This is an optimization exercise on Yosys and OpenROAD, whose aim is small area, not a production implementation. Function was checked by simulation only, so behaviour that the tests miss may differ from the original.

Setup of old:
==> module bi_transition_stats, before the edit <==
module bi_transition_stats (
    input  logic                     clk,
    input  logic                     rst_n,
    input  logic                     load_i,
    input  logic [4*3-1:0]           tog_i,
    input  logic                     stat_req_i,
    output logic                     stat_valid_o,
    output logic [bi_pkg::BIN_W-1:0] stat_bin_o,
    output logic [bi_pkg::SUM_W-1:0] stat_sum_o
);
    localparam int NB = bi_pkg::LIVE_BINS;
    localparam int CW = bi_pkg::HIST_CNT_W;
    localparam int BW = bi_pkg::BIN_W;
    localparam int SW = bi_pkg::SUM_W;
    localparam int PW = SW - 1;
    logic [BW-1:0] hit_bin;
    assign hit_bin = BW'(tog_i[2:0]) + BW'(tog_i[5:3]) + BW'(tog_i[8:6]) + BW'(tog_i[11:9]);
    logic [CW-1:0] hist_q [NB];
    logic [CW-1:0] hist_t [NB];
    always_comb begin
        for (int i = 0; i < NB; i++) begin
            hist_t[i][0] = load_i & (hit_bin == BW'(i));
            for (int k = 1; k < CW; k++) begin
                hist_t[i][k] = hist_t[i][k-1] & hist_q[i][k-1];
            end
        end
    end
    always_ff @(posedge clk or negedge rst_n) begin
        if (!rst_n) begin
            for (int i = 0; i < NB; i++) begin
                hist_q[i] <= '0;
            end
        end else begin
            for (int i = 0; i < NB; i++) begin
                hist_q[i] <= hist_q[i] ^ hist_t[i];
            end
        end
    end
    logic [BW-1:0] cnt_q;
    logic          idle;
    logic          req_accept;
    logic          stat_valid_q;
    logic [CW-1:0] h;
    assign idle = (cnt_q == '0);
    assign req_accept = idle & stat_req_i;
    always_comb begin
        h = '0;
        for (int i = 0; i < NB; i++) begin
            h = h | (hist_q[i] & {CW{cnt_q == BW'(i)}});
        end
    end
    always_ff @(posedge clk or negedge rst_n) begin
        if (!rst_n) begin
            cnt_q <= '0;
            stat_valid_q <= 1'b0;
        end else begin
            if (req_accept) begin
                cnt_q <= BW'(1);
                stat_valid_q <= 1'b0;
            end else if (cnt_q == BW'(bi_pkg::HIST_BINS + 1)) begin
                cnt_q <= '0;
                stat_valid_q <= 1'b1;
            end else if (!idle) begin
                cnt_q <= cnt_q + 1'b1;
            end
        end
    end
    logic [PW-1:0] p_q;
    logic [PW-1:0] p_in;
    logic [PW-1:0] p_s;
    logic [PW:0]   p_c;
    logic          fin;
    logic          q_en;
    logic [SW-1:0] q_b;
    logic [SW-1:0] q_s;
    logic [SW:0]   q_c;
    logic [CW-1:0] run_max_q;
    logic [BW-1:0] run_bin_q;
    logic [SW-1:0] run_sum_q;
    logic h_gt;
    always_comb begin
        logic eq;
        h_gt = 1'b0;
        eq = 1'b1;
        for (int i = CW - 1; i >= 0; i--) begin
            h_gt = h_gt | (eq & h[i] & ~run_max_q[i]);
            eq = eq & ~(h[i] ^ run_max_q[i]);
        end
    end
    assign fin = (cnt_q == BW'(NB));
    assign q_en = ~idle & (cnt_q <= BW'(NB));
    assign q_b = fin ? {p_q[SW-5:0], 4'b0000} : ~{1'b0, p_q};
    assign p_in = idle ? '0 : p_q;
    always_comb begin
        p_c[0] = 1'b0;
        for (int i = 0; i < PW; i++) begin
            logic hb;
            hb = (i < CW) ? h[i] : 1'b0;
            p_s[i] = p_in[i] ^ hb ^ p_c[i];
            p_c[i+1] = (p_in[i] & hb) | (p_in[i] & p_c[i]) | (hb & p_c[i]);
        end
        q_c[0] = ~fin;
        for (int i = 0; i < SW; i++) begin
            q_s[i] = run_sum_q[i] ^ q_b[i] ^ q_c[i];
            q_c[i+1] = (run_sum_q[i] & q_b[i]) | (run_sum_q[i] & q_c[i]) | (q_b[i] & q_c[i]);
        end
    end
    always_ff @(posedge clk) begin
        p_q <= p_s;
        if (req_accept) begin
            run_max_q <= h;
            run_bin_q <= '0;
        end else if (!idle) begin
            if (h_gt) begin
                run_max_q <= h;
                run_bin_q <= cnt_q;
            end
        end
        if (req_accept) begin
            run_sum_q <= '0;
        end else if (q_en) begin
            run_sum_q <= q_s;
        end
    end
    assign stat_valid_o = stat_valid_q;
    assign stat_bin_o = run_bin_q;
    assign stat_sum_o = run_sum_q;
endmodule
export LEC_CHECK = 0
export ABC_AREA = 1
export CAP_MARGIN = 0
export CORE_MARGIN = 2
export CORE_UTILIZATION = 75
export SLEW_MARGIN = 0
create_clock -name core_clock -period 12.0 [get_ports {clk}]
standard.sh (not shown) runs the stock make flow with config.mk's settings and CLKGATE_MAP_FILE= SYNTH_SCRIPT=/design/flow/synth_recipe.tcl, a recipe that flattens the netlist after the stock synthesis.
==> flow/flow/run.sh <==
#!/bin/bash
# Standard layout with three changes:
#  - synthesis maps the logic with an area-oriented ABC script (flow/abc_area.script);
#    everything else in synthesis, registers included, is the standard synthesis
#  - the port buffers use the smallest buffer cell
#  - clock tree synthesis uses larger sink clusters and no dummy loads
set -euo pipefail
W=$(pwd)
# the standard synthesis script, with only the ABC script swapped
sed "s|^source \$::env(SCRIPTS_DIR)/synth_preamble.tcl|&\nset abc_args [lreplace \$abc_args 1 1 $W/flow/abc_area.script]|" \
    "$FLOW_HOME/scripts/synth.tcl" > "$W/area_synth_body.tcl"
grep -q "abc_area.script\]" "$W/area_synth_body.tcl"
sed "s|source \$::env(SCRIPTS_DIR)/synth.tcl|source $W/area_synth_body.tcl|" "$W/synth_recipe.tcl" > "$W/area_synth.tcl"
grep -q "area_synth_body.tcl" "$W/area_synth.tcl"
sed "s|SYNTH_SCRIPT=[^ ]*|SYNTH_SCRIPT=$W/area_synth.tcl|" "$W/standard.sh" > "$W/area_standard.sh"
grep -q "SYNTH_SCRIPT=$W/area_synth.tcl" "$W/area_standard.sh"
export BUFFER_PORTS_ARGS="-buffer_cell sky130_fd_sc_hd__buf_1"
export CTS_ARGS="-sink_clustering_enable -repair_clock_nets -sink_clustering_size 30 -sink_clustering_max_diameter 80 -buf_list sky130_fd_sc_hd__clkbuf_16 -dont_use_dummy_load"
bash "$W/area_standard.sh" > "$W/standard.log" 2>&1
==> flow/flow/abc_area.script <==
strash
&get -n
&fraig -x
&put
dc2
strash
&get -n
&dch -f
&nf -a -p -R 1000
&put
topo
dnsize -c
Inputs modified between old and new:
--- a/flow/design.v
+++ b/flow/design.v
@@ -219,14 +219,4 @@
     logic [BW-1:0] run_bin_q;
     logic [SW-1:0] run_sum_q;
-    logic h_gt;
-    always_comb begin
-        logic eq;
-        h_gt = 1'b0;
-        eq = 1'b1;
-        for (int i = CW - 1; i >= 0; i--) begin
-            h_gt = h_gt | (eq & h[i] & ~run_max_q[i]);
-            eq = eq & ~(h[i] ^ run_max_q[i]);
-        end
-    end
     assign fin = (cnt_q == BW'(NB));
     assign q_en = ~idle & (cnt_q <= BW'(NB));
@@ -253,5 +243,5 @@
             run_bin_q <= '0;
         end else if (!idle) begin
-            if (h_gt) begin
+            if (h > run_max_q) begin
                 run_max_q <= h;
                 run_bin_q <= cnt_q;
Results
From new to old, post-synthesis sequential element count did not move at all.
Of new and old, the lower post-layout instance area belongs to old.
new: buffer and inverter count on the worst path is 1 higher than what old reported.
u_stats.cnt_q[1]$_DFFE_PN0P_ as the critical path startpoint was reported by old, and u_stats.cnt_q[0]$_DFFE_PN0P_ by new.
Note that the count of cell types in the netlist recorded for new amounts to 1.11 times the value seen in old.
Compared to old, new has number of cells on the critical path about 3.3% higher.
Going from old to new, the final instance count without filler cells was found to have gone up by 6.1%.
| final routed wirelength across all metal layers | new vs old | worse |

-- afterwards: timing with drivers on the ports --
In the flow no input, the clock included, has a driving cell. The finished layouts below were timed again as built, in two steps. Step 1, drivers: a clkbuf_16 drives clk and a buf_2 each remaining input, both assumed. Step 2 also shifts input and output timing later by t, the mid clock arrival at the registers, as if the neighbouring blocks saw the same clock. a / b / c = ideal ports / drivers / drivers and shift; a / b = the first two.
| run | t (ns) | setup WS [ns] | worst setup path after step 2 | slew at the worst register clock pin (ns) |
|---|---|---|---|---|
| old | 0.561 | 2.991 / 2.991 / 2.991 | register to register | 0.11 / 0.11 |
| new | 0.577 | 2.677 / 2.677 / 2.677 | register to register | 0.11 / 0.11 |
After both steps setup and hold are still met in every run listed.
